Background: an optimization exercise with open tools, aiming at small area, a short achievable clock period and few clock cycles per item. Do not read the settings as production practice.
Function was checked by simulation only, so behaviour that the tests miss may differ from the original.

==> design/flow/design.v <==
module wcsg_csr
(
   input  logic        clock,
   input  logic        reset,
   input  logic        csr_psel,
   input  logic        csr_penable,
   input  logic        csr_pwrite,
   input  logic [4:0]  csr_paddr,
   input  logic [31:0] csr_pwdata,
   output logic [31:0] csr_prdata,
   output logic        csr_pready,
   output logic [7:0]  pattern_speed,
   output logic [7:0]  fade_speed,
   output logic        fade_synced,
   output logic [7:0]  brightness_scale,
   output logic [1:0]  timing_mode,
   output logic [1:0]  inside_mode,
   output logic [7:0]  own_address,
   output logic [7:0]  node_count
);
   localparam logic [2:0] REG_PATTERN_SPEED = 3'd0;
   localparam logic [2:0] REG_FADE_SPEED    = 3'd1;
   localparam logic [2:0] REG_FADE_SYNCED   = 3'd2;
   localparam logic [2:0] REG_BRIGHTNESS    = 3'd3;
   localparam logic [2:0] REG_TIMING_MODE   = 3'd4;
   localparam logic [2:0] REG_INSIDE_MODE   = 3'd5;
   localparam logic [2:0] REG_OWN_ADDRESS   = 3'd6;
   localparam logic [2:0] REG_NODE_COUNT    = 3'd7;
   logic [2:0] index;
   logic       write;
   assign index = csr_paddr[4:2];
   assign write = csr_psel & csr_penable & csr_pwrite;
   assign csr_pready = 1'b1;
   always_comb begin
      case (index)
         REG_PATTERN_SPEED: csr_prdata = {24'd0, pattern_speed};
         REG_FADE_SPEED:    csr_prdata = {24'd0, fade_speed};
         REG_FADE_SYNCED:   csr_prdata = {31'd0, fade_synced};
         REG_BRIGHTNESS:    csr_prdata = {24'd0, brightness_scale};
         REG_TIMING_MODE:   csr_prdata = {30'd0, timing_mode};
         REG_INSIDE_MODE:   csr_prdata = {30'd0, inside_mode};
         REG_OWN_ADDRESS:   csr_prdata = {24'd0, own_address};
         default:           csr_prdata = {24'd0, node_count};
      endcase
   end
   always_ff @(posedge clock) begin
      if (reset) begin
         pattern_speed    <= 8'd42;
         fade_speed       <= 8'd0;
         fade_synced      <= 1'b0;
         brightness_scale <= 8'd255;
         timing_mode      <= 2'd0;
         inside_mode      <= 2'd0;
         own_address      <= 8'd0;
         node_count       <= 8'd1;
      end else if (write) begin
         case (index)
            REG_PATTERN_SPEED: pattern_speed    <= csr_pwdata[7:0];
            REG_FADE_SPEED:    fade_speed       <= csr_pwdata[7:0];
            REG_FADE_SYNCED:   fade_synced      <= csr_pwdata[0];
            REG_BRIGHTNESS:    brightness_scale <= csr_pwdata[7:0];
            REG_TIMING_MODE:   timing_mode      <= csr_pwdata[1:0];
            REG_INSIDE_MODE:   inside_mode      <= csr_pwdata[1:0];
            REG_OWN_ADDRESS:   own_address      <= csr_pwdata[7:0];
            default:           node_count       <= csr_pwdata[7:0];
         endcase
      end
   end
endmodule
module wcsg_div_stage
(
   input  logic        clock,
   input  logic        reset,
   input  logic        load,        
   input  logic        adv_last,    
   input  logic [31:0] num_w_in,
   input  logic [31:0] num_f_in,
   input  logic [7:0]  ps,          
   input  logic [7:0]  fs,          
   output logic        busy,
   output logic        last,        
   output logic [7:0]  q_w,
   output logic [8:0]  q_f
);
   localparam int STEPS = 5;
   logic [31:0] sw_ff, sf_ff;
   logic [7:0]  rw_ff, rf_ff;
   logic [8:0]  qf_ff;
   logic [2:0]  cnt_ff;
   logic        busy_ff;
   logic [31:0] sw, sf, sw0, sf0;
   logic [7:0]  rw, rf, rw0, rf0;
   logic [8:0]  qf, qf0;
   function automatic logic [8:0] step(input logic [7:0] rem, input logic nb, input logic [7:0] d);
      logic [8:0] r;
      logic       b;
      r = {rem, nb};
      b = (r >= {1'b0, d});
      if (b) r = r - {1'b0, d};
      step = {b, r[7:0]};
   endfunction
   function automatic logic [8:0] qstep(input logic [8:0] q, input logic b);
      logic [9:0] t;
      t = {q, 1'b0};
      if (t >= 10'd314) t = t - 10'd314;
      qstep = t[8:0] | {8'd0, b};
   endfunction
   always_comb begin
      logic [8:0] s;
      sw0 = num_w_in;
      sf0 = num_f_in;
      rw0 = 8'd0;
      rf0 = 8'd0;
      qf0 = 9'd0;
      for (int i = 0; i < 2; i++) begin
         s = step(rw0, sw0[31], ps);
         rw0 = s[7:0];
         sw0 = {sw0[30:0], s[8]};
         s = step(rf0, sf0[31], fs);
         rf0 = s[7:0];
         sf0 = {sf0[30:0], 1'b0};
         qf0 = qstep(qf0, s[8]);
      end
   end
   always_comb begin
      logic [8:0] s;
      sw = sw_ff;
      sf = sf_ff;
      rw = rw_ff;
      rf = rf_ff;
      qf = qf_ff;
      for (int i = 0; i < STEPS; i++) begin
         s = step(rw, sw[31], ps);
         rw = s[7:0];
         sw = {sw[30:0], s[8]};
         s = step(rf, sf[31], fs);
         rf = s[7:0];
         sf = {sf[30:0], 1'b0};
         qf = qstep(qf, s[8]);
      end
   end
   assign busy = busy_ff;
   assign last = busy_ff && (cnt_ff == 3'd5);
   assign q_w  = sw[7:0];
   assign q_f  = qf;
   always_ff @(posedge clock) begin
      if (reset) begin
         busy_ff <= 1'b0;
      end else if (load) begin
         busy_ff <= 1'b1;
      end else if (adv_last) begin
         busy_ff <= 1'b0;
      end
   end
   always_ff @(posedge clock) begin
      if (load) begin
         cnt_ff <= 3'd0;
         sw_ff  <= sw0;
         sf_ff  <= sf0;
         rw_ff  <= rw0;
         rf_ff  <= rf0;
         qf_ff  <= qf0;
      end else if (busy_ff && !last) begin
         cnt_ff <= cnt_ff + 3'd1;
         sw_ff  <= sw;
         sf_ff  <= sf;
         rw_ff  <= rw;
         rf_ff  <= rf;
         qf_ff  <= qf;
      end
   end
endmodule
module wcsg_fade_rom
(
   input  logic [8:0] idx,
   output logic [16:0] value
);
   always_comb begin
      case (idx)
         9'd0: value = 17'd65536;
         9'd1: value = 17'd65530;
         9'd2: value = 17'd65515;
         9'd3: value = 17'd65488;
         9'd4: value = 17'd65452;
         9'd5: value = 17'd65405;
         9'd6: value = 17'd65347;
         9'd7: value = 17'd65279;
         9'd8: value = 17'd65201;
         9'd9: value = 17'd65112;
         9'd10: value = 17'd65013;
         9'd11: value = 17'd64904;
         9'd12: value = 17'd64784;
         9'd13: value = 17'd64654;
         9'd14: value = 17'd64515;
         9'd15: value = 17'd64365;
         9'd16: value = 17'd64205;
         9'd17: value = 17'd64035;
         9'd18: value = 17'd63855;
         9'd19: value = 17'd63665;
         9'd20: value = 17'd63466;
         9'd21: value = 17'd63257;
         9'd22: value = 17'd63039;
         9'd23: value = 17'd62811;
         9'd24: value = 17'd62573;
         9'd25: value = 17'd62326;
         9'd26: value = 17'd62070;
         9'd27: value = 17'd61805;
         9'd28: value = 17'd61531;
         9'd29: value = 17'd61248;
         9'd30: value = 17'd60957;
         9'd31: value = 17'd60656;
         9'd32: value = 17'd60348;
         9'd33: value = 17'd60030;
         9'd34: value = 17'd59705;
         9'd35: value = 17'd59371;
         9'd36: value = 17'd59029;
         9'd37: value = 17'd58680;
         9'd38: value = 17'd58322;
         9'd39: value = 17'd57957;
         9'd40: value = 17'd57585;
         9'd41: value = 17'd57205;
         9'd42: value = 17'd56818;
         9'd43: value = 17'd56424;
         9'd44: value = 17'd56024;
         9'd45: value = 17'd55616;
         9'd46: value = 17'd55202;
         9'd47: value = 17'd54782;
         9'd48: value = 17'd54356;
         9'd49: value = 17'd53923;
         9'd50: value = 17'd53485;
         9'd51: value = 17'd53041;
         9'd52: value = 17'd52591;
         9'd53: value = 17'd52137;
         9'd54: value = 17'd51677;
         9'd55: value = 17'd51212;
         9'd56: value = 17'd50742;
         9'd57: value = 17'd50268;
         9'd58: value = 17'd49790;
         9'd59: value = 17'd49307;
         9'd60: value = 17'd48820;
         9'd61: value = 17'd48330;
         9'd62: value = 17'd47835;
         9'd63: value = 17'd47338;
         9'd64: value = 17'd46837;
         9'd65: value = 17'd46333;
         9'd66: value = 17'd45827;
         9'd67: value = 17'd45318;
         9'd68: value = 17'd44806;
         9'd69: value = 17'd44292;
         9'd70: value = 17'd43777;
         9'd71: value = 17'd43259;
         9'd72: value = 17'd42740;
         9'd73: value = 17'd42220;
         9'd74: value = 17'd41698;
         9'd75: value = 17'd41175;
         9'd76: value = 17'd40652;
         9'd77: value = 17'd40128;
         9'd78: value = 17'd39604;
         9'd79: value = 17'd39080;
         9'd80: value = 17'd38556;
         9'd81: value = 17'd38032;
         9'd82: value = 17'd37508;
         9'd83: value = 17'd36986;
         9'd84: value = 17'd36464;
         9'd85: value = 17'd35944;
         9'd86: value = 17'd35424;
         9'd87: value = 17'd34907;
         9'd88: value = 17'd34391;
         9'd89: value = 17'd33877;
         9'd90: value = 17'd33365;
         9'd91: value = 17'd32856;
         9'd92: value = 17'd32349;
         9'd93: value = 17'd31845;
         9'd94: value = 17'd31344;
         9'd95: value = 17'd30846;
         9'd96: value = 17'd30352;
         9'd97: value = 17'd29861;
         9'd98: value = 17'd29374;
         9'd99: value = 17'd28891;
         9'd100: value = 17'd28412;
         9'd101: value = 17'd27938;
         9'd102: value = 17'd27468;
         9'd103: value = 17'd27002;
         9'd104: value = 17'd26542;
         9'd105: value = 17'd26087;
         9'd106: value = 17'd25637;
         9'd107: value = 17'd25193;
         9'd108: value = 17'd24754;
         9'd109: value = 17'd24321;
         9'd110: value = 17'd23894;
         9'd111: value = 17'd23473;
         9'd112: value = 17'd23059;
         9'd113: value = 17'd22651;
         9'd114: value = 17'd22250;
         9'd115: value = 17'd21855;
         9'd116: value = 17'd21468;
         9'd117: value = 17'd21087;
         9'd118: value = 17'd20714;
         9'd119: value = 17'd20349;
         9'd120: value = 17'd19991;
         9'd121: value = 17'd19641;
         9'd122: value = 17'd19298;
         9'd123: value = 17'd18964;
         9'd124: value = 17'd18638;
         9'd125: value = 17'd18320;
         9'd126: value = 17'd18010;
         9'd127: value = 17'd17709;
         9'd128: value = 17'd17417;
         9'd129: value = 17'd17133;
         9'd130: value = 17'd16858;
         9'd131: value = 17'd16593;
         9'd132: value = 17'd16336;
         9'd133: value = 17'd16088;
         9'd134: value = 17'd15850;
         9'd135: value = 17'd15621;
         9'd136: value = 17'd15402;
         9'd137: value = 17'd15192;
         9'd138: value = 17'd14992;
         9'd139: value = 17'd14802;
         9'd140: value = 17'd14621;
         9'd141: value = 17'd14451;
         9'd142: value = 17'd14290;
         9'd143: value = 17'd14139;
         9'd144: value = 17'd13999;
         9'd145: value = 17'd13868;
         9'd146: value = 17'd13748;
         9'd147: value = 17'd13638;
         9'd148: value = 17'd13538;
         9'd149: value = 17'd13448;
         9'd150: value = 17'd13369;
         9'd151: value = 17'd13300;
         9'd152: value = 17'd13242;
         9'd153: value = 17'd13194;
         9'd154: value = 17'd13156;
         9'd155: value = 17'd13129;
         9'd156: value = 17'd13113;
         9'd157: value = 17'd13107;
         9'd158: value = 17'd13111;
         9'd159: value = 17'd13126;
         9'd160: value = 17'd13151;
         9'd161: value = 17'd13187;
         9'd162: value = 17'd13234;
         9'd163: value = 17'd13290;
         9'd164: value = 17'd13357;
         9'd165: value = 17'd13435;
         9'd166: value = 17'd13523;
         9'd167: value = 17'd13621;
         9'd168: value = 17'd13729;
         9'd169: value = 17'd13848;
         9'd170: value = 17'd13977;
         9'd171: value = 17'd14116;
         9'd172: value = 17'd14265;
         9'd173: value = 17'd14424;
         9'd174: value = 17'd14593;
         9'd175: value = 17'd14772;
         9'd176: value = 17'd14961;
         9'd177: value = 17'd15160;
         9'd178: value = 17'd15368;
         9'd179: value = 17'd15586;
         9'd180: value = 17'd15813;
         9'd181: value = 17'd16050;
         9'd182: value = 17'd16296;
         9'd183: value = 17'd16551;
         9'd184: value = 17'd16815;
         9'd185: value = 17'd17089;
         9'd186: value = 17'd17371;
         9'd187: value = 17'd17662;
         9'd188: value = 17'd17962;
         9'd189: value = 17'd18270;
         9'd190: value = 17'd18586;
         9'd191: value = 17'd18911;
         9'd192: value = 17'd19244;
         9'd193: value = 17'd19585;
         9'd194: value = 17'd19934;
         9'd195: value = 17'd20291;
         9'd196: value = 17'd20656;
         9'd197: value = 17'd21027;
         9'd198: value = 17'd21407;
         9'd199: value = 17'd21793;
         9'd200: value = 17'd22186;
         9'd201: value = 17'd22586;
         9'd202: value = 17'd22993;
         9'd203: value = 17'd23407;
         9'd204: value = 17'd23826;
         9'd205: value = 17'd24252;
         9'd206: value = 17'd24684;
         9'd207: value = 17'd25122;
         9'd208: value = 17'd25566;
         9'd209: value = 17'd26015;
         9'd210: value = 17'd26469;
         9'd211: value = 17'd26929;
         9'd212: value = 17'd27393;
         9'd213: value = 17'd27862;
         9'd214: value = 17'd28336;
         9'd215: value = 17'd28814;
         9'd216: value = 17'd29297;
         9'd217: value = 17'd29783;
         9'd218: value = 17'd30273;
         9'd219: value = 17'd30767;
         9'd220: value = 17'd31265;
         9'd221: value = 17'd31765;
         9'd222: value = 17'd32269;
         9'd223: value = 17'd32775;
         9'd224: value = 17'd33284;
         9'd225: value = 17'd33795;
         9'd226: value = 17'd34309;
         9'd227: value = 17'd34824;
         9'd228: value = 17'd35342;
         9'd229: value = 17'd35861;
         9'd230: value = 17'd36381;
         9'd231: value = 17'd36903;
         9'd232: value = 17'd37425;
         9'd233: value = 17'd37948;
         9'd234: value = 17'd38472;
         9'd235: value = 17'd38996;
         9'd236: value = 17'd39521;
         9'd237: value = 17'd40045;
         9'd238: value = 17'd40569;
         9'd239: value = 17'd41092;
         9'd240: value = 17'd41615;
         9'd241: value = 17'd42137;
         9'd242: value = 17'd42657;
         9'd243: value = 17'd43177;
         9'd244: value = 17'd43694;
         9'd245: value = 17'd44210;
         9'd246: value = 17'd44724;
         9'd247: value = 17'd45236;
         9'd248: value = 17'd45746;
         9'd249: value = 17'd46253;
         9'd250: value = 17'd46757;
         9'd251: value = 17'd47258;
         9'd252: value = 17'd47756;
         9'd253: value = 17'd48251;
         9'd254: value = 17'd48742;
         9'd255: value = 17'd49230;
         9'd256: value = 17'd49713;
         9'd257: value = 17'd50192;
         9'd258: value = 17'd50667;
         9'd259: value = 17'd51137;
         9'd260: value = 17'd51603;
         9'd261: value = 17'd52064;
         9'd262: value = 17'd52519;
         9'd263: value = 17'd52970;
         9'd264: value = 17'd53414;
         9'd265: value = 17'd53854;
         9'd266: value = 17'd54287;
         9'd267: value = 17'd54715;
         9'd268: value = 17'd55136;
         9'd269: value = 17'd55551;
         9'd270: value = 17'd55959;
         9'd271: value = 17'd56361;
         9'd272: value = 17'd56756;
         9'd273: value = 17'd57144;
         9'd274: value = 17'd57525;
         9'd275: value = 17'd57898;
         9'd276: value = 17'd58265;
         9'd277: value = 17'd58623;
         9'd278: value = 17'd58974;
         9'd279: value = 17'd59317;
         9'd280: value = 17'd59652;
         9'd281: value = 17'd59979;
         9'd282: value = 17'd60298;
         9'd283: value = 17'd60608;
         9'd284: value = 17'd60910;
         9'd285: value = 17'd61203;
         9'd286: value = 17'd61487;
         9'd287: value = 17'd61762;
         9'd288: value = 17'd62029;
         9'd289: value = 17'd62286;
         9'd290: value = 17'd62534;
         9'd291: value = 17'd62773;
         9'd292: value = 17'd63003;
         9'd293: value = 17'd63223;
         9'd294: value = 17'd63434;
         9'd295: value = 17'd63634;
         9'd296: value = 17'd63826;
         9'd297: value = 17'd64007;
         9'd298: value = 17'd64178;
         9'd299: value = 17'd64340;
         9'd300: value = 17'd64491;
         9'd301: value = 17'd64633;
         9'd302: value = 17'd64764;
         9'd303: value = 17'd64885;
         9'd304: value = 17'd64996;
         9'd305: value = 17'd65097;
         9'd306: value = 17'd65187;
         9'd307: value = 17'd65267;
         9'd308: value = 17'd65337;
         9'd309: value = 17'd65396;
         9'd310: value = 17'd65445;
         9'd311: value = 17'd65483;
         9'd312: value = 17'd65511;
         9'd313: value = 17'd65528;
         default: value = 17'd0;
      endcase
   end
endmodule
module wcsg_scale_rom
(
   input  logic [7:0] idx,
   output logic [16:0] value
);
   always_comb begin
      case (idx)
         8'd0: value = 17'd13107;
         8'd1: value = 17'd13303;
         8'd2: value = 17'd13500;
         8'd3: value = 17'd13697;
         8'd4: value = 17'd13893;
         8'd5: value = 17'd14090;
         8'd6: value = 17'd14286;
         8'd7: value = 17'd14483;
         8'd8: value = 17'd14745;
         8'd9: value = 17'd14942;
         8'd10: value = 17'd15138;
         8'd11: value = 17'd15335;
         8'd12: value = 17'd15532;
         8'd13: value = 17'd15728;
         8'd14: value = 17'd15925;
         8'd15: value = 17'd16187;
         8'd16: value = 17'd16384;
         8'd17: value = 17'd16580;
         8'd18: value = 17'd16777;
         8'd19: value = 17'd16973;
         8'd20: value = 17'd17170;
         8'd21: value = 17'd17367;
         8'd22: value = 17'd17629;
         8'd23: value = 17'd17825;
         8'd24: value = 17'd18022;
         8'd25: value = 17'd18219;
         8'd26: value = 17'd18415;
         8'd27: value = 17'd18612;
         8'd28: value = 17'd18808;
         8'd29: value = 17'd19005;
         8'd30: value = 17'd19267;
         8'd31: value = 17'd19464;
         8'd32: value = 17'd19660;
         8'd33: value = 17'd19857;
         8'd34: value = 17'd20054;
         8'd35: value = 17'd20250;
         8'd36: value = 17'd20447;
         8'd37: value = 17'd20709;
         8'd38: value = 17'd20905;
         8'd39: value = 17'd21102;
         8'd40: value = 17'd21299;
         8'd41: value = 17'd21495;
         8'd42: value = 17'd21692;
         8'd43: value = 17'd21889;
         8'd44: value = 17'd22151;
         8'd45: value = 17'd22347;
         8'd46: value = 17'd22544;
         8'd47: value = 17'd22740;
         8'd48: value = 17'd22937;
         8'd49: value = 17'd23134;
         8'd50: value = 17'd23330;
         8'd51: value = 17'd23592;
         8'd52: value = 17'd23789;
         8'd53: value = 17'd23986;
         8'd54: value = 17'd24182;
         8'd55: value = 17'd24379;
         8'd56: value = 17'd24576;
         8'd57: value = 17'd24772;
         8'd58: value = 17'd24969;
         8'd59: value = 17'd25231;
         8'd60: value = 17'd25427;
         8'd61: value = 17'd25624;
         8'd62: value = 17'd25821;
         8'd63: value = 17'd26017;
         8'd64: value = 17'd26214;
         8'd65: value = 17'd26411;
         8'd66: value = 17'd26673;
         8'd67: value = 17'd26869;
         8'd68: value = 17'd27066;
         8'd69: value = 17'd27262;
         8'd70: value = 17'd27459;
         8'd71: value = 17'd27656;
         8'd72: value = 17'd27852;
         8'd73: value = 17'd28114;
         8'd74: value = 17'd28311;
         8'd75: value = 17'd28508;
         8'd76: value = 17'd28704;
         8'd77: value = 17'd28901;
         8'd78: value = 17'd29097;
         8'd79: value = 17'd29294;
         8'd80: value = 17'd29491;
         8'd81: value = 17'd29753;
         8'd82: value = 17'd29949;
         8'd83: value = 17'd30146;
         8'd84: value = 17'd30343;
         8'd85: value = 17'd30539;
         8'd86: value = 17'd30736;
         8'd87: value = 17'd30932;
         8'd88: value = 17'd31195;
         8'd89: value = 17'd31391;
         8'd90: value = 17'd31588;
         8'd91: value = 17'd31784;
         8'd92: value = 17'd31981;
         8'd93: value = 17'd32178;
         8'd94: value = 17'd32374;
         8'd95: value = 17'd32636;
         8'd96: value = 17'd32833;
         8'd97: value = 17'd33030;
         8'd98: value = 17'd33226;
         8'd99: value = 17'd33423;
         8'd100: value = 17'd33619;
         8'd101: value = 17'd33816;
         8'd102: value = 17'd34078;
         8'd103: value = 17'd34275;
         8'd104: value = 17'd34471;
         8'd105: value = 17'd34668;
         8'd106: value = 17'd34865;
         8'd107: value = 17'd35061;
         8'd108: value = 17'd35258;
         8'd109: value = 17'd35454;
         8'd110: value = 17'd35717;
         8'd111: value = 17'd35913;
         8'd112: value = 17'd36110;
         8'd113: value = 17'd36306;
         8'd114: value = 17'd36503;
         8'd115: value = 17'd36700;
         8'd116: value = 17'd36896;
         8'd117: value = 17'd37158;
         8'd118: value = 17'd37355;
         8'd119: value = 17'd37552;
         8'd120: value = 17'd37748;
         8'd121: value = 17'd37945;
         8'd122: value = 17'd38141;
         8'd123: value = 17'd38338;
         8'd124: value = 17'd38600;
         8'd125: value = 17'd38797;
         8'd126: value = 17'd38993;
         8'd127: value = 17'd39190;
         8'd128: value = 17'd39387;
         8'd129: value = 17'd39583;
         8'd130: value = 17'd39780;
         8'd131: value = 17'd39976;
         8'd132: value = 17'd40239;
         8'd133: value = 17'd40435;
         8'd134: value = 17'd40632;
         8'd135: value = 17'd40828;
         8'd136: value = 17'd41025;
         8'd137: value = 17'd41222;
         8'd138: value = 17'd41418;
         8'd139: value = 17'd41680;
         8'd140: value = 17'd41877;
         8'd141: value = 17'd42074;
         8'd142: value = 17'd42270;
         8'd143: value = 17'd42467;
         8'd144: value = 17'd42663;
         8'd145: value = 17'd42860;
         8'd146: value = 17'd43122;
         8'd147: value = 17'd43319;
         8'd148: value = 17'd43515;
         8'd149: value = 17'd43712;
         8'd150: value = 17'd43909;
         8'd151: value = 17'd44105;
         8'd152: value = 17'd44302;
         8'd153: value = 17'd44564;
         8'd154: value = 17'd44761;
         8'd155: value = 17'd44957;
         8'd156: value = 17'd45154;
         8'd157: value = 17'd45350;
         8'd158: value = 17'd45547;
         8'd159: value = 17'd45744;
         8'd160: value = 17'd45940;
         8'd161: value = 17'd46202;
         8'd162: value = 17'd46399;
         8'd163: value = 17'd46596;
         8'd164: value = 17'd46792;
         8'd165: value = 17'd46989;
         8'd166: value = 17'd47185;
         8'd167: value = 17'd47382;
         8'd168: value = 17'd47644;
         8'd169: value = 17'd47841;
         8'd170: value = 17'd48037;
         8'd171: value = 17'd48234;
         8'd172: value = 17'd48431;
         8'd173: value = 17'd48627;
         8'd174: value = 17'd48824;
         8'd175: value = 17'd49086;
         8'd176: value = 17'd49283;
         8'd177: value = 17'd49479;
         8'd178: value = 17'd49676;
         8'd179: value = 17'd49872;
         8'd180: value = 17'd50069;
         8'd181: value = 17'd50266;
         8'd182: value = 17'd50462;
         8'd183: value = 17'd50724;
         8'd184: value = 17'd50921;
         8'd185: value = 17'd51118;
         8'd186: value = 17'd51314;
         8'd187: value = 17'd51511;
         8'd188: value = 17'd51707;
         8'd189: value = 17'd51904;
         8'd190: value = 17'd52166;
         8'd191: value = 17'd52363;
         8'd192: value = 17'd52559;
         8'd193: value = 17'd52756;
         8'd194: value = 17'd52953;
         8'd195: value = 17'd53149;
         8'd196: value = 17'd53346;
         8'd197: value = 17'd53608;
         8'd198: value = 17'd53805;
         8'd199: value = 17'd54001;
         8'd200: value = 17'd54198;
         8'd201: value = 17'd54394;
         8'd202: value = 17'd54591;
         8'd203: value = 17'd54788;
         8'd204: value = 17'd55050;
         8'd205: value = 17'd55246;
         8'd206: value = 17'd55443;
         8'd207: value = 17'd55640;
         8'd208: value = 17'd55836;
         8'd209: value = 17'd56033;
         8'd210: value = 17'd56229;
         8'd211: value = 17'd56426;
         8'd212: value = 17'd56688;
         8'd213: value = 17'd56885;
         8'd214: value = 17'd57081;
         8'd215: value = 17'd57278;
         8'd216: value = 17'd57475;
         8'd217: value = 17'd57671;
         8'd218: value = 17'd57868;
         8'd219: value = 17'd58130;
         8'd220: value = 17'd58327;
         8'd221: value = 17'd58523;
         8'd222: value = 17'd58720;
         8'd223: value = 17'd58916;
         8'd224: value = 17'd59113;
         8'd225: value = 17'd59310;
         8'd226: value = 17'd59572;
         8'd227: value = 17'd59768;
         8'd228: value = 17'd59965;
         8'd229: value = 17'd60162;
         8'd230: value = 17'd60358;
         8'd231: value = 17'd60555;
         8'd232: value = 17'd60751;
         8'd233: value = 17'd60948;
         8'd234: value = 17'd61210;
         8'd235: value = 17'd61407;
         8'd236: value = 17'd61603;
         8'd237: value = 17'd61800;
         8'd238: value = 17'd61997;
         8'd239: value = 17'd62193;
         8'd240: value = 17'd62390;
         8'd241: value = 17'd62652;
         8'd242: value = 17'd62849;
         8'd243: value = 17'd63045;
         8'd244: value = 17'd63242;
         8'd245: value = 17'd63438;
         8'd246: value = 17'd63635;
         8'd247: value = 17'd63832;
         8'd248: value = 17'd64094;
         8'd249: value = 17'd64290;
         8'd250: value = 17'd64487;
         8'd251: value = 17'd64684;
         8'd252: value = 17'd64880;
         8'd253: value = 17'd65077;
         8'd254: value = 17'd65273;
         8'd255: value = 17'd65536;
      endcase
   end
endmodule
module wcsg_step_rom
(
   input  logic [7:0] idx,
   output logic [8:0] value
);
   always_comb begin
      case (idx)
         8'd0: value = 9'd256;
         8'd1: value = 9'd256;
         8'd2: value = 9'd128;
         8'd3: value = 9'd85;
         8'd4: value = 9'd64;
         8'd5: value = 9'd51;
         8'd6: value = 9'd42;
         8'd7: value = 9'd36;
         8'd8: value = 9'd32;
         8'd9: value = 9'd28;
         8'd10: value = 9'd25;
         8'd11: value = 9'd23;
         8'd12: value = 9'd21;
         8'd13: value = 9'd19;
         8'd14: value = 9'd18;
         8'd15: value = 9'd17;
         8'd16: value = 9'd16;
         8'd17: value = 9'd15;
         8'd18: value = 9'd14;
         8'd19: value = 9'd13;
         8'd20: value = 9'd12;
         8'd21: value = 9'd12;
         8'd22: value = 9'd11;
         8'd23: value = 9'd11;
         8'd24: value = 9'd10;
         8'd25: value = 9'd10;
         8'd26: value = 9'd9;
         8'd27: value = 9'd9;
         8'd28: value = 9'd9;
         8'd29: value = 9'd8;
         8'd30: value = 9'd8;
         8'd31: value = 9'd8;
         8'd32: value = 9'd8;
         8'd33: value = 9'd7;
         8'd34: value = 9'd7;
         8'd35: value = 9'd7;
         8'd36: value = 9'd7;
         8'd37: value = 9'd6;
         8'd38: value = 9'd6;
         8'd39: value = 9'd6;
         8'd40: value = 9'd6;
         8'd41: value = 9'd6;
         8'd42: value = 9'd6;
         8'd43: value = 9'd5;
         8'd44: value = 9'd5;
         8'd45: value = 9'd5;
         8'd46: value = 9'd5;
         8'd47: value = 9'd5;
         8'd48: value = 9'd5;
         8'd49: value = 9'd5;
         8'd50: value = 9'd5;
         8'd51: value = 9'd5;
         8'd52: value = 9'd4;
         8'd53: value = 9'd4;
         8'd54: value = 9'd4;
         8'd55: value = 9'd4;
         8'd56: value = 9'd4;
         8'd57: value = 9'd4;
         8'd58: value = 9'd4;
         8'd59: value = 9'd4;
         8'd60: value = 9'd4;
         8'd61: value = 9'd4;
         8'd62: value = 9'd4;
         8'd63: value = 9'd4;
         8'd64: value = 9'd4;
         8'd65: value = 9'd3;
         8'd66: value = 9'd3;
         8'd67: value = 9'd3;
         8'd68: value = 9'd3;
         8'd69: value = 9'd3;
         8'd70: value = 9'd3;
         8'd71: value = 9'd3;
         8'd72: value = 9'd3;
         8'd73: value = 9'd3;
         8'd74: value = 9'd3;
         8'd75: value = 9'd3;
         8'd76: value = 9'd3;
         8'd77: value = 9'd3;
         8'd78: value = 9'd3;
         8'd79: value = 9'd3;
         8'd80: value = 9'd3;
         8'd81: value = 9'd3;
         8'd82: value = 9'd3;
         8'd83: value = 9'd3;
         8'd84: value = 9'd3;
         8'd85: value = 9'd3;
         8'd86: value = 9'd2;
         8'd87: value = 9'd2;
         8'd88: value = 9'd2;
         8'd89: value = 9'd2;
         8'd90: value = 9'd2;
         8'd91: value = 9'd2;
         8'd92: value = 9'd2;
         8'd93: value = 9'd2;
         8'd94: value = 9'd2;
         8'd95: value = 9'd2;
         8'd96: value = 9'd2;
         8'd97: value = 9'd2;
         8'd98: value = 9'd2;
         8'd99: value = 9'd2;
         8'd100: value = 9'd2;
         8'd101: value = 9'd2;
         8'd102: value = 9'd2;
         8'd103: value = 9'd2;
         8'd104: value = 9'd2;
         8'd105: value = 9'd2;
         8'd106: value = 9'd2;
         8'd107: value = 9'd2;
         8'd108: value = 9'd2;
         8'd109: value = 9'd2;
         8'd110: value = 9'd2;
         8'd111: value = 9'd2;
         8'd112: value = 9'd2;
         8'd113: value = 9'd2;
         8'd114: value = 9'd2;
         8'd115: value = 9'd2;
         8'd116: value = 9'd2;
         8'd117: value = 9'd2;
         8'd118: value = 9'd2;
         8'd119: value = 9'd2;
         8'd120: value = 9'd2;
         8'd121: value = 9'd2;
         8'd122: value = 9'd2;
         8'd123: value = 9'd2;
         8'd124: value = 9'd2;
         8'd125: value = 9'd2;
         8'd126: value = 9'd2;
         8'd127: value = 9'd2;
         8'd128: value = 9'd2;
         8'd129: value = 9'd1;
         8'd130: value = 9'd1;
         8'd131: value = 9'd1;
         8'd132: value = 9'd1;
         8'd133: value = 9'd1;
         8'd134: value = 9'd1;
         8'd135: value = 9'd1;
         8'd136: value = 9'd1;
         8'd137: value = 9'd1;
         8'd138: value = 9'd1;
         8'd139: value = 9'd1;
         8'd140: value = 9'd1;
         8'd141: value = 9'd1;
         8'd142: value = 9'd1;
         8'd143: value = 9'd1;
         8'd144: value = 9'd1;
         8'd145: value = 9'd1;
         8'd146: value = 9'd1;
         8'd147: value = 9'd1;
         8'd148: value = 9'd1;
         8'd149: value = 9'd1;
         8'd150: value = 9'd1;
         8'd151: value = 9'd1;
         8'd152: value = 9'd1;
         8'd153: value = 9'd1;
         8'd154: value = 9'd1;
         8'd155: value = 9'd1;
         8'd156: value = 9'd1;
         8'd157: value = 9'd1;
         8'd158: value = 9'd1;
         8'd159: value = 9'd1;
         8'd160: value = 9'd1;
         8'd161: value = 9'd1;
         8'd162: value = 9'd1;
         8'd163: value = 9'd1;
         8'd164: value = 9'd1;
         8'd165: value = 9'd1;
         8'd166: value = 9'd1;
         8'd167: value = 9'd1;
         8'd168: value = 9'd1;
         8'd169: value = 9'd1;
         8'd170: value = 9'd1;
         8'd171: value = 9'd1;
         8'd172: value = 9'd1;
         8'd173: value = 9'd1;
         8'd174: value = 9'd1;
         8'd175: value = 9'd1;
         8'd176: value = 9'd1;
         8'd177: value = 9'd1;
         8'd178: value = 9'd1;
         8'd179: value = 9'd1;
         8'd180: value = 9'd1;
         8'd181: value = 9'd1;
         8'd182: value = 9'd1;
         8'd183: value = 9'd1;
         8'd184: value = 9'd1;
         8'd185: value = 9'd1;
         8'd186: value = 9'd1;
         8'd187: value = 9'd1;
         8'd188: value = 9'd1;
         8'd189: value = 9'd1;
         8'd190: value = 9'd1;
         8'd191: value = 9'd1;
         8'd192: value = 9'd1;
         8'd193: value = 9'd1;
         8'd194: value = 9'd1;
         8'd195: value = 9'd1;
         8'd196: value = 9'd1;
         8'd197: value = 9'd1;
         8'd198: value = 9'd1;
         8'd199: value = 9'd1;
         8'd200: value = 9'd1;
         8'd201: value = 9'd1;
         8'd202: value = 9'd1;
         8'd203: value = 9'd1;
         8'd204: value = 9'd1;
         8'd205: value = 9'd1;
         8'd206: value = 9'd1;
         8'd207: value = 9'd1;
         8'd208: value = 9'd1;
         8'd209: value = 9'd1;
         8'd210: value = 9'd1;
         8'd211: value = 9'd1;
         8'd212: value = 9'd1;
         8'd213: value = 9'd1;
         8'd214: value = 9'd1;
         8'd215: value = 9'd1;
         8'd216: value = 9'd1;
         8'd217: value = 9'd1;
         8'd218: value = 9'd1;
         8'd219: value = 9'd1;
         8'd220: value = 9'd1;
         8'd221: value = 9'd1;
         8'd222: value = 9'd1;
         8'd223: value = 9'd1;
         8'd224: value = 9'd1;
         8'd225: value = 9'd1;
         8'd226: value = 9'd1;
         8'd227: value = 9'd1;
         8'd228: value = 9'd1;
         8'd229: value = 9'd1;
         8'd230: value = 9'd1;
         8'd231: value = 9'd1;
         8'd232: value = 9'd1;
         8'd233: value = 9'd1;
         8'd234: value = 9'd1;
         8'd235: value = 9'd1;
         8'd236: value = 9'd1;
         8'd237: value = 9'd1;
         8'd238: value = 9'd1;
         8'd239: value = 9'd1;
         8'd240: value = 9'd1;
         8'd241: value = 9'd1;
         8'd242: value = 9'd1;
         8'd243: value = 9'd1;
         8'd244: value = 9'd1;
         8'd245: value = 9'd1;
         8'd246: value = 9'd1;
         8'd247: value = 9'd1;
         8'd248: value = 9'd1;
         8'd249: value = 9'd1;
         8'd250: value = 9'd1;
         8'd251: value = 9'd1;
         8'd252: value = 9'd1;
         8'd253: value = 9'd1;
         8'd254: value = 9'd1;
         8'd255: value = 9'd1;
      endcase
   end
endmodule
module wcsg_serializer
(
   input  logic        clock,
   input  logic        reset,
   input  logic [1:0]  inside_mode,
   input  logic        item_valid,
   input  logic [7:0]  item_base,
   input  logic [16:0] item_bright,
   output logic        item_take,    
   output logic        rsp_tvalid,
   input  logic        rsp_tready,
   output logic [31:0] rsp_tdata,    
   output logic        rsp_tlast     
);
   logic        busy_ff;
   logic [7:0]  base_ff;
   logic [16:0] bright_ff;
   logic        ov_ff;
   logic [2:0]  led_ff;
   logic [7:0]  red_ff, green_ff, blue_ff;
   logic        out_load;
   logic        emit;
   logic        at_last;
   logic [2:0]  idx;
   logic [7:0]  led_off;
   logic [7:0]  pos;
   logic [1:0]  region;
   logic [7:0]  u;
   logic [24:0] x, y;
   logic [7:0]  xh, yh;
   assign idx      = (led_ff == 3'd5) ? 3'd0 : led_ff + 3'd1;
   assign at_last  = (led_ff == 3'd4);
   assign out_load = !ov_ff || rsp_tready;
   assign emit     = busy_ff && out_load;
   assign item_take = !busy_ff || (at_last && out_load);
   always_comb begin
      case (inside_mode)
         2'd1:    led_off = idx[0] ? 8'd128 : 8'd0;
         2'd2:    led_off = (idx >= 3'd3) ? 8'd128 : 8'd0;
         2'd3:    led_off = 8'(8'd42 * idx);
         default: led_off = 8'd0;
      endcase
      pos = base_ff + led_off;
      if (pos < 8'd85)       region = 2'd0;
      else if (pos < 8'd170) region = 2'd1;
      else                   region = 2'd2;
      u  = 8'(pos + {pos[6:0], 1'b0} + {6'd0, region});
      x  = 25'(u) * 25'(bright_ff);
      y  = 25'({bright_ff, 8'd0}) - 25'(bright_ff) - x;
      xh = x[23:16];
      yh = y[23:16];
   end
   always_ff @(posedge clock) begin
      if (reset) begin
         busy_ff <= 1'b0;
         ov_ff   <= 1'b0;
         led_ff  <= 3'd5;
      end else begin
         if (item_take) begin
            busy_ff <= item_valid;
         end
         if (emit) begin
            ov_ff  <= 1'b1;
            led_ff <= idx;
         end else if (out_load) begin
            ov_ff  <= 1'b0;
         end
      end
   end
   always_ff @(posedge clock) begin
      if (item_take) begin
         base_ff   <= item_base;
         bright_ff <= item_bright;
      end
      if (emit) begin
         case (region)
            2'd0:    begin red_ff <= xh;   green_ff <= yh;   blue_ff <= 8'd0; end
            2'd1:    begin red_ff <= yh;   green_ff <= 8'd0; blue_ff <= xh;   end
            default: begin red_ff <= 8'd0; green_ff <= xh;   blue_ff <= yh;   end
         endcase
      end
   end
   assign rsp_tvalid = ov_ff;
   assign rsp_tdata  = {5'd0, blue_ff, green_ff, red_ff, led_ff};
   assign rsp_tlast  = (led_ff == 3'd5);
endmodule
module wheel_color_strip_generator_top
(
   input  logic        clock,
   input  logic        reset,
   input  logic        req_tvalid,
   output logic        req_tready,
   input  logic [63:0] req_tdata,    
   output logic        rsp_tvalid,
   input  logic        rsp_tready,
   output logic [31:0] rsp_tdata,    
   output logic        rsp_tlast,    
   input  logic        csr_psel,
   input  logic        csr_penable,
   input  logic        csr_pwrite,
   input  logic [4:0]  csr_paddr,
   input  logic [31:0] csr_pwdata,
   output logic [31:0] csr_prdata,
   output logic        csr_pready
);
   localparam logic [1:0] TIMING_STAGGERED = 2'd1;
   localparam logic [1:0] TIMING_LOCAL     = 2'd2;
   localparam logic [1:0] TIMING_ALTERNATE = 2'd3;
   logic [7:0] pattern_speed;
   logic [7:0] fade_speed;
   logic       fade_synced;
   logic [7:0] brightness_scale;
   logic [1:0] timing_mode;
   logic [1:0] inside_mode;
   logic [7:0] own_address;
   logic [7:0] node_count;
   logic [7:0]  ps_eff;
   logic        d_busy, d_last, d_adv, d_load;
   logic [7:0]  d_qw;
   logic [8:0]  d_qf;
   logic        ser_take;
   logic        m_take, m_done;
   logic        m_busy_ff;
   logic [2:0]  m_cnt_ff;
   logic [7:0]  m_qw_ff;
   logic [8:0]  m_qf_ff;
   logic [16:0] acc_ff;
   logic [20:0] acc_sum;
   logic [3:0]  nib;
   logic [16:0] fade_rom_value;
   logic [16:0] scale;
   logic        fade_one;
   logic [8:0]  step_val;
   logic [7:0]  offset;
   logic [7:0]  item_base;
   logic [16:0] item_bright;
   wcsg_csr u_csr (
      .clock            (clock),
      .reset            (reset),
      .csr_psel         (csr_psel),
      .csr_penable      (csr_penable),
      .csr_pwrite       (csr_pwrite),
      .csr_paddr        (csr_paddr),
      .csr_pwdata       (csr_pwdata),
      .csr_prdata       (csr_prdata),
      .csr_pready       (csr_pready),
      .pattern_speed    (pattern_speed),
      .fade_speed       (fade_speed),
      .fade_synced      (fade_synced),
      .brightness_scale (brightness_scale),
      .timing_mode      (timing_mode),
      .inside_mode      (inside_mode),
      .own_address      (own_address),
      .node_count       (node_count)
   );
   assign ps_eff = (pattern_speed == 8'd0) ? 8'd1 : pattern_speed;
   assign m_done     = (m_cnt_ff == 3'd4);
   assign m_take     = !m_busy_ff || (m_done && ser_take);
   assign d_adv      = d_last && m_take;
   assign req_tready = !d_busy || d_adv;
   assign d_load     = req_tvalid && req_tready;
   wcsg_div_stage u_div (
      .clock    (clock),
      .reset    (reset),
      .load     (d_load),
      .adv_last (d_adv),
      .num_w_in ((timing_mode == TIMING_LOCAL) ? req_tdata[31:0] : req_tdata[63:32]),
      .num_f_in (fade_synced ? req_tdata[63:32] : req_tdata[31:0]),
      .ps       (ps_eff),
      .fs       (fade_speed),
      .busy     (d_busy),
      .last     (d_last),
      .q_w      (d_qw),
      .q_f      (d_qf)
   );
   wcsg_fade_rom u_fade_rom (
      .idx   (m_qf_ff),
      .value (fade_rom_value)
   );
   wcsg_scale_rom u_scale_rom (
      .idx   (brightness_scale),
      .value (scale)
   );
   assign fade_one = (fade_speed == 8'd0) || fade_rom_value[16];
   always_comb begin
      case (m_cnt_ff[1:0])
         2'd0:    nib = fade_rom_value[3:0];
         2'd1:    nib = fade_rom_value[7:4];
         2'd2:    nib = fade_rom_value[11:8];
         default: nib = fade_rom_value[15:12];
      endcase
      acc_sum = 21'(acc_ff) + 21'(scale) * 21'(nib);
   end
   always_ff @(posedge clock) begin
      if (reset) begin
         m_busy_ff <= 1'b0;
      end else if (m_take) begin
         m_busy_ff <= d_last;
      end
   end
   always_ff @(posedge clock) begin
      if (m_take) begin
         m_cnt_ff <= 3'd0;
         acc_ff   <= 17'd0;
         m_qw_ff  <= d_qw;
         m_qf_ff  <= d_qf;
      end else if (!m_done) begin
         m_cnt_ff <= m_cnt_ff + 3'd1;
         acc_ff   <= acc_sum[20:4];
      end
   end
   wcsg_step_rom u_step_rom (
      .idx   (node_count),
      .value (step_val)
   );
   always_comb begin
      logic [15:0] stag_prod;
      stag_prod = own_address * step_val[7:0];
      case (timing_mode)
         TIMING_STAGGERED: offset = stag_prod[7:0];
         TIMING_ALTERNATE: offset = own_address[0] ? 8'd0 : 8'd128;
         default:          offset = 8'd0;
      endcase
      item_base   = m_qw_ff + offset;
      item_bright = fade_one ? scale : acc_ff;
   end
   wcsg_serializer u_ser (
      .clock       (clock),
      .reset       (reset),
      .inside_mode (inside_mode),
      .item_valid  (m_busy_ff && m_done),
      .item_base   (item_base),
      .item_bright (item_bright),
      .item_take   (ser_take),
      .rsp_tvalid  (rsp_tvalid),
      .rsp_tready  (rsp_tready),
      .rsp_tdata   (rsp_tdata),
      .rsp_tlast   (rsp_tlast)
   );
endmodule
==> design/flow/run.sh <==
#!/bin/bash
# synth_recipe.tcl (not shown) runs the flow's synth.tcl, then flattens the netlist and writes it again
# the make line also repeats each setting of config.mk as NAME=value (left out here)
make -C /OpenROAD-flow-scripts/flow DESIGN_CONFIG=/design/flow/config.mk WORK_HOME=/design/flow/orfs CLKGATE_MAP_FILE= SYNTH_SCRIPT=/design/flow/synth_recipe.tcl finish
==> design/flow/config.mk <==
export PLATFORM = sky130hd
export DESIGN_NAME = wheel_color_strip_generator_top
export DESIGN_NICKNAME = wheel_color_strip_generator_top
export VERILOG_FILES = /design/flow/design.v
export SDC_FILE = /design/flow/constraint.sdc
export NUM_CORES = 4
export LEC_CHECK = 0
export CAP_MARGIN = 20
export CORE_MARGIN = 2
export CORE_UTILIZATION = 40
export SLEW_MARGIN = 20
export SYNTH_MEMORY_MAX_BITS = 16384
==> design/flow/constraint.sdc <==
create_clock -name core_clock -period 22.0 [get_ports {clock}]
set_input_delay 4.4000 -clock core_clock [delete_from_list [all_inputs] [get_ports {clock}]]
set_output_delay 4.4000 -clock core_clock [all_outputs]
set_load 0.01 [all_outputs]
==> results.txt, run 1 <==
status=timing/DRC/antenna clean; Avg Inst Size Synth=7.77 um2; Mapped Area=around 38,000 um2; post-DR wirelength/cell=roughly 23 um; initial antenna violation count=1; Yosys top cell by area=edfxtp_1; IO Count=~180; Placer Congestion=a little over 1; DP HPWL=between 90,000 and 100,000 um; Final #Nets=around 5,400; area occupied by multi-input gates=roughly 28,000 um2; Distinct cells, synth=111; router iterations before antenna repair=6; Chip Width=~310 um; YS warnings=7; top cells by area, synth=edfxtp_1, ha_1, fa_1, dfxtp_1, nand2_1; P&R area growth vs syn=8.93%; crit path max-delay cell type=inv_1; layout cells sized above 1=0.0564; RSZ-0062 raised after global routing=no; CP peak stage delay=between 0.7 and 0.8 ns; Fill cells=between 9,000 and 10,000; register area=6940 um2; hold_buf cts=0; max-slew violations=0; Setup TNS=0 ns; CTS tree=built; Seq/Total Area, Yosys=0.184; min cycle time layout=between 15 and 20 ns; Longest Clk Path Bufs=3; Vert. Die Dim=311 um; worst path buffer plus inverter count=9; first-pass GRT wire length=~210,000 um; Least-Margin Pin Slew=approximately 1.2 ns; Antenna Nets Post-Route=0; post_cts resized=0; DRC viols=0; Slew HR=0.161; Total Wirelength=between 100,000 and 150,000 um; fmax=62.1 MHz; fin area=41,100 um2; Synth Flop Type=edfxtp_1; area post-placement=39,900 um2; # setup viols final=0; initial DRC count=just under 4,000; H-tree depth reported by CTS=2; async set or reset register ratio after synthesis=0; GR Util All Layers=0.277; clock skew=0.0242 ns; area of the core=between 90,000 and 100,000 um2; CP max FO=21; final worst-path cycle share=0.732; crit path capture type=flop; Post-synth EDFFs=153; clk root buf=clkbuf_16; Yosys top cell area share=0.122; Crit path top cell by count=a21oi_1; WP data required=roughly 22 ns; CP top delay family=compound AO/OA/AOI/OAI gates; synthesized flop and latch total=270; clock sink total=270; pin count of the biggest net entering global routing=98; commonest non-fill, non-tap cells in the layout=nand2_1, nor2_1, inv_1; CP Data Arrival Time=approximately 17 ns; Hold Path Class=reg -> reg; number of global-route vias before repair=between 30,000 and 40,000; commonest non-fill, non-tap cell in the layout=nand2_1; MaxCap Viol Count=0; Starting Density=0.404; Fin. Hold Viols=0; total die area=a little under 100,000 um2; gr ovfl total=0; clk latency of the worst-skew pair=a little under 0.6 ns; post-CTS setup repair buffer count=0; port bufs=119; Startpoint Class=flop; Via-to-Cell Ratio=a little over 6; cts bufs inserted=34; Placement Rows=112; Gate Count Post-Synth=4,852; Crit Path Class=reg -> reg; Vias=about 37,000; Reg clk slew, reported paths=approximately 0.060 ns
[kinds of logic (layout without fill, tap and decap cells)]
| group | count (synthesis) | in the layout | share of synthesized area |
|---|---|---|---|
| multiplexers | 185 | 185 | 0.0517 |
| AND/OR/NAND/NOR | 1499 | 1499 | 0.183 |
| adder cells (fa/ha/maj) | 496 | 496 | 0.199 |
| AO/OA/AOI/OAI | 1479 | 1479 | 0.261 |
| buffers and inverters | 743 | 666 | 0.0794 |
| flip-flops | 270 | 270 | 0.184 |
| XOR/XNOR | 178 | 178 | 0.0413 |
| other | 2 | 31 | 0.000199 |
[cells in the mapped netlist (all sizes together), types with 29 or more instances]
cell type  number
and2          156
o211ai         88
o221ai         29
nand2b         34
dfxtp         117
o21bai         43
xor2           49
nor3          111
o311ai         43
a311oi         43
a21oi         374
mux2           37
nand3          96
inv           380
edfxtp        153
a221oi         31
nor2          386
nand2         551
fa            174
ha            320
mux2i         144
or3            32
nand4          31
clkbuf        226
buf           129
o22ai          37
xnor2         129
a211oi         92
o21ai         317
a31oi          56
a21o           82
[tightest hold or removal path, cell delays in order, from the launching register on]
cell and delay (ns):
dfxtp_1 0.31, nand2_1 0.05, a21oi_1 0.05
[final cells by class]
type / instances / share of cell area
multi-input combinational: 3867 / 0.683
sequential: 270 / 0.169
timing repair buffer: 217 / 0.0470
tap: 1254 / 0.0382
inverter: 388 / 0.0355
clock buffer: 43 / 0.0226
clock inverter: 18 / 0.00478
antenna: 1 / 0.0000609
[flip-flops by register name, indices dropped and copies added (netlist names), 8 cells and up]
name	flops
acc_ff	17
fade_rom_value	17
m_qf_ff	9
m_qw_ff	8
scale	17
step_val	8
u_csr.brightness_scale	8
u_csr.fade_speed	8
u_csr.node_count	8
u_csr.own_address	8
u_csr.pattern_speed	8
u_div.qf_ff	9
u_div.rf_ff	8
u_div.rw_ff	8
u_div.sf_ff	30
u_div.sw_ff	32
u_ser.base_ff	8
u_ser.blue_ff	8
u_ser.bright_ff	17
u_ser.green_ff	8
u_ser.red_ff	8
[per-stage QoR]
stage               setup slack [ns]   util  hold slack [ns]  std cells
floorplan                       9.50      -            0.426       4880
global placement                6.49  0.428            0.450       5995
detailed placement              6.46  0.428            0.447       5995
CTS                             6.37  0.440            0.462       6056
global route                    4.46  0.440            0.481       6057
finish                          5.89  0.440            0.462       6058
[path summary, 6_finish.rpt]
check                         endpoint                        startpoint  cells past startpoint  slack (ns)
max          fade_rom_value[4]$_DFF_P_  u_csr.fade_speed[1]$_SDFFE_PP0P_                     59        5.89
min             acc_ff[3]$_SDFFE_PN0P_            acc_ff[3]$_SDFFE_PN0P_                      2        0.46
max reg2reg  fade_rom_value[4]$_DFF_P_  u_csr.fade_speed[1]$_SDFFE_PP0P_                     59        5.89
min reg2reg     acc_ff[3]$_SDFFE_PN0P_            acc_ff[3]$_SDFFE_PN0P_                      2        0.46
[metal layers]
metal	up-vias	GRT usage	routed length, um
met1	17735	0.375	59100
met5	-	0	12
li1	17214	-	-
met4	2	0.101	5680
met2	1768	0.446	62300
met3	363	0.0457	11400
Testbench counts, summed over its fixed seeds: cycles 19,264, items 3,072.
==> run 2: changes to the inputs <==
--- a/design/flow/config.mk
+++ b/design/flow/config.mk
@@ -5,6 +5,7 @@
 export SDC_FILE = /design/flow/constraint.sdc
 export NUM_CORES = 4
 export LEC_CHECK = 0
+export ABC_AREA = 1
 export CAP_MARGIN = 20
 export CORE_MARGIN = 2
 export CORE_UTILIZATION = 40
==> results.txt, run 2 <==
DP HPWL=96,600 um (-2.3%); clk root buf=clkbuf_16; FF-to-FF End=fade_rom_value[5]$_DFF_P_; DRC viols=0 (unchanged); CP max FO=15 (-29%); post_cts resized=0 (unchanged); GR Util All Layers=0.278 (+0.000816); Synth Flop Type=edfxtp_1; commonest non-fill, non-tap cell in the layout=nand2_1; pin count of the biggest net entering global routing=83 (-15%); crit path capture type=flop; Post-synth EDFFs=153 (unchanged); r2r setup slk=7.51 ns (+1.62 ns); commonest non-fill, non-tap cells in the layout=nand2_1, inv_1, nor2_1; min cycle time layout=14.49 ns (-1.62 ns); Vias=36,384 (-1.9%); Fill cells=9,283 (-2.9%); number of global-route vias before repair=33,841 (-4.1%); Vert. Die Dim=303 um (-2.7%); Slew HR=0.241 (+0.0795); Commonest cells post-synth=nand2_1, inv_1, nor2_1; cts bufs inserted=37 (+8.8%); final worst-path cycle share=0.659 (-0.0735); WP data required=22.52 ns (+0.13 ns); top cells by area, synth=nand2_1, edfxtp_1, ha_1, fa_1, inv_1; gr ovfl total=0 (unchanged); initial antenna violation count=2 (+1); hold_buf cts=0 (unchanged); Chip Width=303 um (-2.7%); worst r2r path cells=75 (+27%); CP peak stage delay=0.66 ns (-0.12 ns); WHS Path Cells=2 (unchanged); max-slew violations=0 (unchanged); Fin. Hold Viols=0 (unchanged); Least-Margin Pin Slew=1.13 ns (-0.118 ns); YS warnings=7 (unchanged); status=timing/DRC/antenna clean; Longest Clk Path Bufs=3 (unchanged); total die area=91,600 um2 (-5.3%); IO Count=176 (unchanged); Seq/Total Area, Yosys=0.194 (+0.0104); Biggest register=u_div.sw_ff; crit path max-delay cell type=nand2_1; initial DRC count=4,028 (+4.5%); Distinct cells, synth=78 (-30%); Via-to-Cell Ratio=5.58 (-8.8%); hold path endpoint=m_busy_ff$_SDFFE_PP0N_; MaxCap Viol Count=0 (unchanged); area of the core=88,400 um2 (-5.3%); H-tree depth reported by CTS=2 (unchanged); Startpoint Class=flop; Reg2Reg Launch Point=u_csr.fade_speed[2]$_SDFFE_PP0P_; Yosys top cell by area=nand2_1; router iterations before antenna repair=8 (+2); register area=6940 um2 (unchanged); post-DR wirelength/cell=19.9 um (-13%); Starting Density=0.404 (about the same); Fin Hold WS=0.474 ns (+0.0118 ns); Gate Count Post-Synth=5,296 (+9.2%); fmax=69.0 MHz (+11%); synthesized flop and latch total=270 (unchanged); Avg Inst Size Synth=6.74 um2 (-13%); P&R area growth vs syn=9.32%; Hold Path Class=reg -> reg; Antenna Nets Post-Route=0 (unchanged); Largest regs=u_div.sw_ff x32, u_div.sf_ff x30; clk latency of the worst-skew pair=0.59 ns (about the same); Reg clk slew, reported paths=0.07 ns (about the same); count leader, synth=nand2_1; layout cells sized above 1=0.0519 (-0.00449); Crit Path Class=reg -> reg; area occupied by multi-input gates=24,800 um2 (-12%); async set or reset register ratio after synthesis=0 (unchanged); max FFs per register=32 (unchanged); Mapped Area=35,700 um2 (-5.4%); CTS tree=built; Placement Rows=109 (-2.7%); post-CTS setup repair buffer count=0 (unchanged); Final #Nets=5,927 (+10%); CP Data Arrival Time=15.02 ns (-1.48 ns); Crit path top cell by count=nand2_1; # setup viols final=0 (unchanged); Setup TNS=0 ns (unchanged); Yosys top cell area share=0.147 (+0.0251); port bufs=119 (unchanged); first-pass GRT wire length=199,000 um (-6.8%); Placer Congestion=1.09 (+5.2%); RSZ-0062 raised after global routing=no; HP Start=u_div.busy_ff$_SDFFE_PP0P_; clock skew=0.0606 ns (+0.0364 ns); Total Wirelength=130,000 um (-6.4%); clock sink total=270 (unchanged)
==> run 2: cell count changes in the layout (fill, tap and decap cells not counted), sizes merged, moves of 49 or more <==
cell    before   now
o21ai      317   366
xor2        49   105
and2       156     5
mux2i      144     7
inv        384   781
a21o        82     6
a21oi      374   313
o211ai      88    37
xnor2      129    49
nand2      551  1437
a211oi      92     6
nor3       111    34
nand3       96   304
nor2       386   485
==> run 2: metrics by stage <==
step,instance area (um2),setup WS [ns],instances,utilization
after CTS,39000,7.95,6517,0.441
final,39000,7.51,6519,0.441
after detailed placement,37800,7.97,6450,0.428
after global placement,37800,7.93,6450,0.428
after global routing,39000,6.23,6518,0.441
after floorplan,35800,10.40,5324,-
==> run 2: area by class of cell <==
| class | instances | area share |
|---|---|---|
| Clock inverter | 21 | 0.00414 |
| Sequential cell | 270 | 0.178 |
| Timing Repair Buffer | 181 | 0.0430 |
| Antenna cell | 1 | 0.0000641 |
| Multi-Input combinational cell | 4046 | 0.635 |
| Tap cell | 1165 | 0.0374 |
| Clock buffer | 46 | 0.0265 |
| Inverter | 789 | 0.0760 |
==> run 2: worst max-delay path: cells and delay by family (launching register included) <==
family | cells | cell delay, ns
fa+ha+maj | 6 | 2.02
buf+inv | 10 | 2.16
flops | 1 | 0.34
compound gates | 29 | 5.27
simple gates | 30 | 4.63
==> run 2: how the worst max path moves through the flow <==
| stage | startpoint | end | slack [ns] |
|---|---|---|---|
| after floorplan | rsp_tready | req_tready | 10.40 |
| after global placement | u_csr.fade_speed[2]$_SDFFE_PP0P_ | fade_rom_value[5]$_DFF_P_ | 7.93 |
| after detailed placement | u_csr.fade_speed[2]$_SDFFE_PP0P_ | fade_rom_value[5]$_DFF_P_ | 7.97 |
| after CTS | u_csr.fade_speed[4]$_SDFFE_PP0P_ | fade_rom_value[5]$_DFF_P_ | 7.95 |
| after global routing | u_csr.fade_speed[2]$_SDFFE_PP0P_ | fade_rom_value[1]$_DFF_P_ | 6.23 |
| final | u_csr.fade_speed[2]$_SDFFE_PP0P_ | fade_rom_value[5]$_DFF_P_ | 7.51 |
==> run 2: cell families (layout without fill, tap and decap cells) <==
kind of cell / after synthesis / after routing / synth area share
DFF: 270 / 270 / 0.194
buffers and inverters: 1008 / 1037 / 0.115
and+or+nand+nor: 2374 / 2374 / 0.276
muxes: 33 / 33 / 0.0102
AOI/OAI and AO/OA: 961 / 961 / 0.156
adders and majority gates: 494 / 494 / 0.210
xor gates and xnor gates: 154 / 154 / 0.0380
other: 2 / 31 / 0.000210
==> run 2: metal layers <==
layer / routed length [um] / GRT usage / vias to the layer above
li1: - / - / 17301
met1: 55100 / 0.384 / 16827
met2: 55100 / 0.426 / 1934
met3: 13400 / 0.0545 / 320
met4: 5980 / 0.111 / 2
met5: 10 / 0 / -

separate check: timing with driven ports:
Ports are ideal in the flow. The routed layouts listed here were re-timed in OpenROAD.
Step 1 (the two cells are an assumption about what drives the block):
set clk [get_ports {clock}]
set_driving_cell -lib_cell sky130_fd_sc_hd__clkbuf_16 $clk
set_driving_cell -lib_cell sky130_fd_sc_hd__buf_2 [delete_from_list [all_inputs] $clk]
Step 2 moves the port delays by t, midway between the first and last clock arrival at a register: inputs arrive t later, outputs are due t later. That takes back most of the time a late clock gives input paths.
a / b / c = ideal ports / drivers / drivers and shift; a / b = the first two.
run | shift t [ns] | setup WS [ns] | latest minus earliest clock arrival (ns)
run 1 | 0.633 | 5.890 / 5.890 / 5.890 | 0.025 / 0.025
run 2 | 0.629 | 7.506 / 7.506 / 7.506 | 0.062 / 0.063
After both steps every run listed still meets setup and hold.
